Background: an optimization exercise with open tools, aiming at a short achievable clock period and few clock cycles. Do not read the settings as production practice.
In this exercise RTL edits were held to simulation tests only and were not proved equivalent to the original.
The clock input has no modelled driver; a real chip could not lean on it and would need a root buffer or a full tree.
Power and IR drop assume default switching activity.

## run 1
==> flow/design.v <==
`timescale 1ns/10ps
`default_nettype none
module axi_mem (
  input  wire        aclk,
  input  wire        arstn,
  input  wire [3:0]  arid,
  input  wire [31:0] araddr,
  input  wire [3:0]  arlen,
  input  wire [2:0]  arsize,
  input  wire        arvalid,
  output wire        arready,
  input  wire [3:0]  awid,
  input  wire [31:0] awaddr,
  input  wire [3:0]  awlen,
  input  wire [2:0]  awsize,
  input  wire        awvalid,
  output wire        awready,
  input  wire [31:0] wdata,
  input  wire [3:0]  wstrb,
  input  wire        wlast,
  input  wire        wvalid,
  output wire        wready,
  output wire [3:0]  rid,
  output wire [31:0] rdata,
  output wire [1:0]  rresp,
  output wire        rlast,
  output wire        rvalid,
  input  wire        rready,
  output wire [3:0]  bid,
  output wire [1:0]  bresp,
  output wire        bvalid,
  input  wire        bready
);
  reg [1023:0] mem;
  reg [31:0]   wsel;      
  reg [3:0]    s1_ben;    
  reg [31:0]   s1_data;
  integer      i;
  always @(posedge aclk) begin
    for (i = 0; i < 128; i = i + 1)
      if (s1_ben[i%4] && wsel[i/4]) mem[8*i +: 8] <= s1_data[8*(i%4) +: 8];
  end
  reg        r_busy;      
  wire       r_idle = ~r_busy;    
  reg        arready_q;   
  reg        r_start;     
  reg        rvalid_q;
  reg [1:0]  ra;          
  reg [4:0]  rw;          
  reg [31:0] rsel;        
  reg        rhz, rho;    
  reg [2:0]  rsz;
  reg [3:0]  rcnt;        
  reg [3:0]  rid_q;
  reg [31:0] rdata_q;
  reg        rerr_q, rlast_q;
  wire       r_end  = rvalid_q & rready & rlast_q;
  wire       r_ld   = r_start | (rvalid_q & rready & ~rlast_q);
  wire [2:0] r_off  = (rsz == 3'd0) ? {1'b0, ra} + 3'd1 :
                      (rsz == 3'd1) ? {1'b0, ra} + 3'd2 : {1'b1, ra};
  wire       r_wc   = r_off[2];                   
  wire       r_hc   = r_wc & (rw == 5'd31);       
  wire       r_low  = (rw == 5'd31) &
                      (((rsz == 3'd1) & (ra == 2'd3)) | ((rsz == 3'd2) & (ra != 2'd0)));
  wire       r_err  = (rsz > 3'd2) | ~rhz | r_low;
  reg [31:0] r_word;
  integer    k;
  always @* begin
    r_word = 32'd0;
    for (k = 0; k < 32; k = k + 1)
      r_word = r_word | (mem[32*k +: 32] & {32{rsel[k]}});
  end
  always @(posedge aclk or negedge arstn) begin
    if (!arstn) begin
      r_busy   <= 1'b0;
      arready_q <= 1'b0;
      r_start  <= 1'b0;
      rvalid_q <= 1'b0;
    end else begin
      r_start  <= r_idle & arvalid;
      r_busy   <= r_idle ? arvalid : ~r_end;
      arready_q <= r_idle ? ~arvalid : r_end;
      rvalid_q <= r_start | (rvalid_q & ~r_end);
    end
  end
  always @(posedge aclk) begin
    if (r_idle) begin
      ra   <= araddr[1:0];
      rw   <= araddr[6:2];
      rsel <= 32'd1 << araddr[6:2];
      rhz  <= araddr[31:7] == 25'd0;
      rho  <= &araddr[31:7];
      rsz  <= arsize;
      rcnt <= arlen;
    end else if (r_ld) begin
      ra   <= r_off[1:0];
      rw   <= rw + {4'd0, r_wc};
      rsel <= r_wc ? {rsel[30:0], rsel[31]} : rsel;
      rhz  <= r_hc ? rho : rhz;
      rho  <= rho & ~r_hc;
      rcnt <= rcnt - 4'd1;
    end
  end
  always @(posedge aclk or negedge arstn) begin
    if (!arstn) begin
      rid_q   <= 4'd0;
      rdata_q <= 32'd0;
      rerr_q  <= 1'b0;
      rlast_q <= 1'b0;
    end else begin
      if (r_idle) rid_q <= arid;
      if (r_ld) begin
        rdata_q <= r_err ? 32'd0 : r_word;
        rerr_q  <= r_err;
        rlast_q <= (rcnt == 4'd0);
      end
    end
  end
  assign arready = arready_q;
  assign rvalid  = rvalid_q;
  assign rid     = rid_q;
  assign rdata   = rdata_q;
  assign rresp   = {rerr_q, 1'b0};
  assign rlast   = rlast_q;
  reg        w_busy;      
  wire       w_idle = ~w_busy;    
  reg        awready_q;   
  reg        wstop_q;     
  wire       w_open  = ~wstop_q;
  reg        wready_q;    
  reg        bvalid_q;
  reg        bresp_q;
  reg [3:0]  bid_q;
  reg        sticky;      
  reg [1:0]  na,   pa;    
  reg [31:0] nsel, psel;  
  reg        nw31, pw31;  
  reg        nhz,  phz;   
  reg        nho,  pho;   
  reg [3:0]  wrem, prem;  
  reg [2:0]  wsz;
  reg        a0;
  wire       w_hs   = wvalid & w_open;
  wire       b_end  = bvalid_q & bready;
  wire [4:0] b_w    = awaddr[6:2];
  wire [1:0] b_o    = awaddr[1:0];
  wire       b_hz   = awaddr[31:7] == 25'd0;
  wire       b_ho   = &awaddr[31:7];
  wire       b_w31  = b_w == 5'd31;
  wire       b_err  = (awsize > 3'd2) | ~b_hz |
                      (b_w31 & (((awsize == 3'd1) & (b_o == 2'd3)) |
                                ((awsize == 3'd2) & (b_o != 2'd0))));
  wire [3:0] b_szm  = (awsize == 3'd0) ? 4'b0001 : (awsize == 3'd1) ? 4'b0011 : 4'b1111;
  wire [3:0] b_lane = b_szm << b_o;
  wire [31:0] b_sel = 32'd1 << b_w;
  wire [2:0] b_off  = (awsize == 3'd0) ? {1'b0, b_o} + 3'd1 :
                      (awsize == 3'd1) ? {1'b0, b_o} + 3'd2 : {1'b1, b_o};
  wire       b_wc   = b_off[2];
  wire       b_hc   = b_wc & b_w31;
  wire       b_last = awlen == 4'd0;
  wire [1:0] e_a    = a0 ? pa   : na;
  wire [31:0] e_sel = a0 ? psel : nsel;
  wire       e_w31  = a0 ? pw31 : nw31;
  wire       e_hz   = a0 ? phz  : nhz;
  wire       e_ho   = a0 ? pho  : nho;
  wire [3:0] e_rem  = a0 ? prem : wrem;
  wire       n_err  = (wsz > 3'd2) | ~e_hz |
                      (e_w31 & (((wsz == 3'd1) & (e_a == 2'd3)) | ((wsz == 3'd2) & (e_a != 2'd0))));
  wire [3:0] n_szm  = (wsz == 3'd0) ? 4'b0001 : (wsz == 3'd1) ? 4'b0011 : 4'b1111;
  wire [3:0] n_lane = n_szm << e_a;
  wire [2:0] n_off  = (wsz == 3'd0) ? {1'b0, e_a} + 3'd1 :
                      (wsz == 3'd1) ? {1'b0, e_a} + 3'd2 : {1'b1, e_a};
  wire       n_wc   = n_off[2];
  wire       n_hc   = n_wc & e_w31;
  wire       n_last = e_rem == 4'd0;
  wire       t_err  = w_idle ? b_err  : n_err;
  wire       t_last = w_idle ? b_last : n_last;
  wire [3:0] t_lane = w_idle ? b_lane : n_lane;
  wire       t_bad  = t_err | (wlast != t_last);
  wire       bad_so_far = (w_busy & sticky) | t_bad;
  wire       b_set  = w_hs & t_last;
  wire       b_next = b_set | (bvalid_q & ~bready);
  always @(posedge aclk or negedge arstn) begin
    if (!arstn) begin
      w_busy   <= 1'b0;
      awready_q <= 1'b0;
      bvalid_q <= 1'b0;
      wstop_q  <= 1'b0;
      wready_q <= 1'b0;
      bid_q    <= 4'd0;
      bresp_q  <= 1'b0;
    end else begin
      w_busy   <= w_idle ? awvalid : ~b_end;
      awready_q <= w_idle ? ~awvalid : b_end;
      bvalid_q <= b_next;
      wstop_q  <= b_next;
      wready_q <= ~b_next;
      if (w_idle) bid_q <= awid;
      if (b_set) bresp_q <= bad_so_far;
    end
  end
  always @(posedge aclk) begin
    a0 <= w_idle & w_hs;
    if (w_idle) begin
      na   <= b_o;
      nsel <= b_sel;
      nw31 <= b_w31;
      nhz  <= b_hz;
      nho  <= b_ho;
      wrem <= awlen;
      pa   <= b_off[1:0];
      psel <= b_wc ? {b_sel[30:0], b_sel[31]} : b_sel;
      pw31 <= b_wc ? (b_w == 5'd30) : b_w31;
      phz  <= b_hc ? b_ho : b_hz;
      pho  <= b_ho & ~b_hc;
      prem <= awlen - 4'd1;
      wsz  <= awsize;
    end else begin
      na   <= w_hs ? n_off[1:0] : e_a;
      nsel <= (w_hs & n_wc) ? {e_sel[30:0], e_sel[31]} : e_sel;
      nw31 <= (w_hs & n_wc) ? e_sel[30] : e_w31;
      nhz  <= (w_hs & n_hc) ? e_ho : e_hz;
      nho  <= e_ho & ~(w_hs & n_hc);
      wrem <= w_hs ? e_rem - 4'd1 : e_rem;
    end
    if (w_idle | w_hs) sticky <= w_hs & bad_so_far;
  end
  always @(posedge aclk) begin
    s1_data <= wdata;
    s1_ben  <= t_lane & wstrb & {4{w_hs & ~t_err}};
    wsel    <= w_idle ? b_sel : e_sel;
  end
  assign awready = awready_q;
  assign wready  = wready_q;
  assign bvalid  = bvalid_q;
  assign bid     = bid_q;
  assign bresp   = {bresp_q, 1'b0};
endmodule
`default_nettype wire
export LEC_CHECK = 0
export CAP_MARGIN = 20
export CORE_MARGIN = 2
export CORE_UTILIZATION = 55
export SETUP_SLACK_MARGIN = 4.0
export SLEW_MARGIN = 20
export TNS_END_PERCENT = 100
create_clock -name core_clock -period 6.0 [get_ports {aclk}]
standard.sh (not shown) runs the stock make flow with config.mk's settings and CLKGATE_MAP_FILE= SYNTH_SCRIPT=/design/flow/synth_recipe.tcl, a recipe that flattens the netlist after the stock synthesis.
==> flow/flow/run.sh <==
#!/bin/bash
# Standard ORFS flow, except that the clock tree is built by flow/cts_hook.tcl
# (sourced before CTS; it replaces clock_tree_synthesis). Each run's full
# output goes to its own log file here.
set -euo pipefail
export FLOW_CTS_LEAVES=${FLOW_CTS_LEAVES:-64}
export FLOW_CTS_LEAF_CELL=${FLOW_CTS_LEAF_CELL:-sky130_fd_sc_hd__clkbuf_16}
export FLOW_CTS_ROOT_CELL=${FLOW_CTS_ROOT_CELL:-sky130_fd_sc_hd__clkbuf_16}
bash standard.sh finish PRE_CTS_TCL=$PWD/flow/cts_hook.tcl BUFFER_PORTS_ARGS="-buffer_cell sky130_fd_sc_hd__buf_8" > standard_flow.log 2>&1
Other scripts of this flow, unchanged in this note and not shown: flow/flow/cts_hook.tcl
Run 1 ended with every stage complete and zero timing, DRC or antenna violations.
Testbench counts of run 1, summed over its fixed seeds: cycles 84,364.
The following lists how run 2 was set up differently from run 1:
- swapping 55 for 40 in CORE_UTILIZATION
==> flow/flow/run.sh <==
#!/bin/bash
# Standard ORFS flow, except that the clock tree is built by flow/cts_hook.tcl
# (sourced before CTS; it replaces clock_tree_synthesis). Each run's full
# output goes to its own log file here.
set -euo pipefail
export FLOW_CTS_LEAVES=${FLOW_CTS_LEAVES:-64}
export FLOW_CTS_LEAF_CELL=${FLOW_CTS_LEAF_CELL:-sky130_fd_sc_hd__clkbuf_16}
export FLOW_CTS_ROOT_CELL=${FLOW_CTS_ROOT_CELL:-sky130_fd_sc_hd__clkbuf_16}
bash standard.sh finish PRE_CTS_TCL=$PWD/flow/cts_hook.tcl > standard_flow.log 2>&1
### Flow results
Between run 2 and run 1, the critical path arrival is lower for run 2. [run 2 vs run 1] worst hold slack: lower in run 2. Total detailed-routing wirelength: run 2 higher than run 1. Of the two values seen for type of the worst setup path, in -> reg was produced by run 1 and reg -> out by run 2. Run 2: first-iteration DRC count 237 above run 1. Run 1 has a higher number of antenna diodes than run 2. Final area essentially unchanged between run 1 and run 2.
> inputs changed (run 2 -> run 3)
- swapping 40 for 55 in CORE_UTILIZATION
Notes after the runs:
- Global-route usage came out higher on run 3 than on run 2.
- Run 3 ended up with a lower layout-stage area growth over the synthesis result than run 2 did.
- Looking at transition at the pin with the smallest max-transition slack, run 3 sits above run 2.
- The higher sequential share of layout area of run 2 and run 3 is in run 3.
- Comparing run 3 with run 2, the register area came out essentially unchanged.
- [compare] base=run 2 new=run 3: total power per unit cell area moved up; final period demand of the worst path now sits lower; full die area moved down; sum of met2 wire segment lengths after detailed routing moved up; sum of internal, switching and leakage power shows an increase of 0.35%.
- Run 3 completed end to end with timing, DRC and antenna clean.
In every run of this note, the design's own scripts or RTL, not TritonCTS, make the clock network.

==> what the ideal ports hide <==
How much do the figures lean on ideal ports? The routed layouts below were timed once more, with nothing changed but the port constraints.
Step 1 (the two cells are an assumption about what drives the block):
set clk [get_ports {aclk}]
set_driving_cell -lib_cell sky130_fd_sc_hd__clkbuf_16 $clk
set_driving_cell -lib_cell sky130_fd_sc_hd__buf_2 [delete_from_list [all_inputs] $clk]
Step 2 adds t to the input delays and takes it off the output delays; t is the mean of the earliest and latest rising clock arrival at the registers after step 1. Input paths then give back, and output paths get back, about the clock's delay inside the block.
Slacks: ideal ports / drivers / drivers and shift; pairs: ideal ports / drivers.
| run | shift t [ns] | slack for setup (ns) | hold slack, ns | worst register clock-pin slew, ns | cell pins on the clock port's net |
|---|---|---|---|---|---|
| run 1 | 0.635 | 3.660 / 3.521 / 3.125 | 0.545 / 0.541 / 0.545 | 0.09 / 0.09 | 4 |
| run 2 | 0.643 | 3.645 / 3.491 / 3.195 | 0.506 / 0.506 / 0.506 | 0.10 / 0.10 | 4 |
| run 3 | 0.647 | 3.661 / 3.504 / 3.196 | 0.479 / 0.479 / 0.479 | 0.09 / 0.09 | 4 |
After both steps every run listed still meets setup and hold. The setup slack of run 1, which loses most, moves by -0.139 ns with the drivers and by -0.535 ns with both steps.
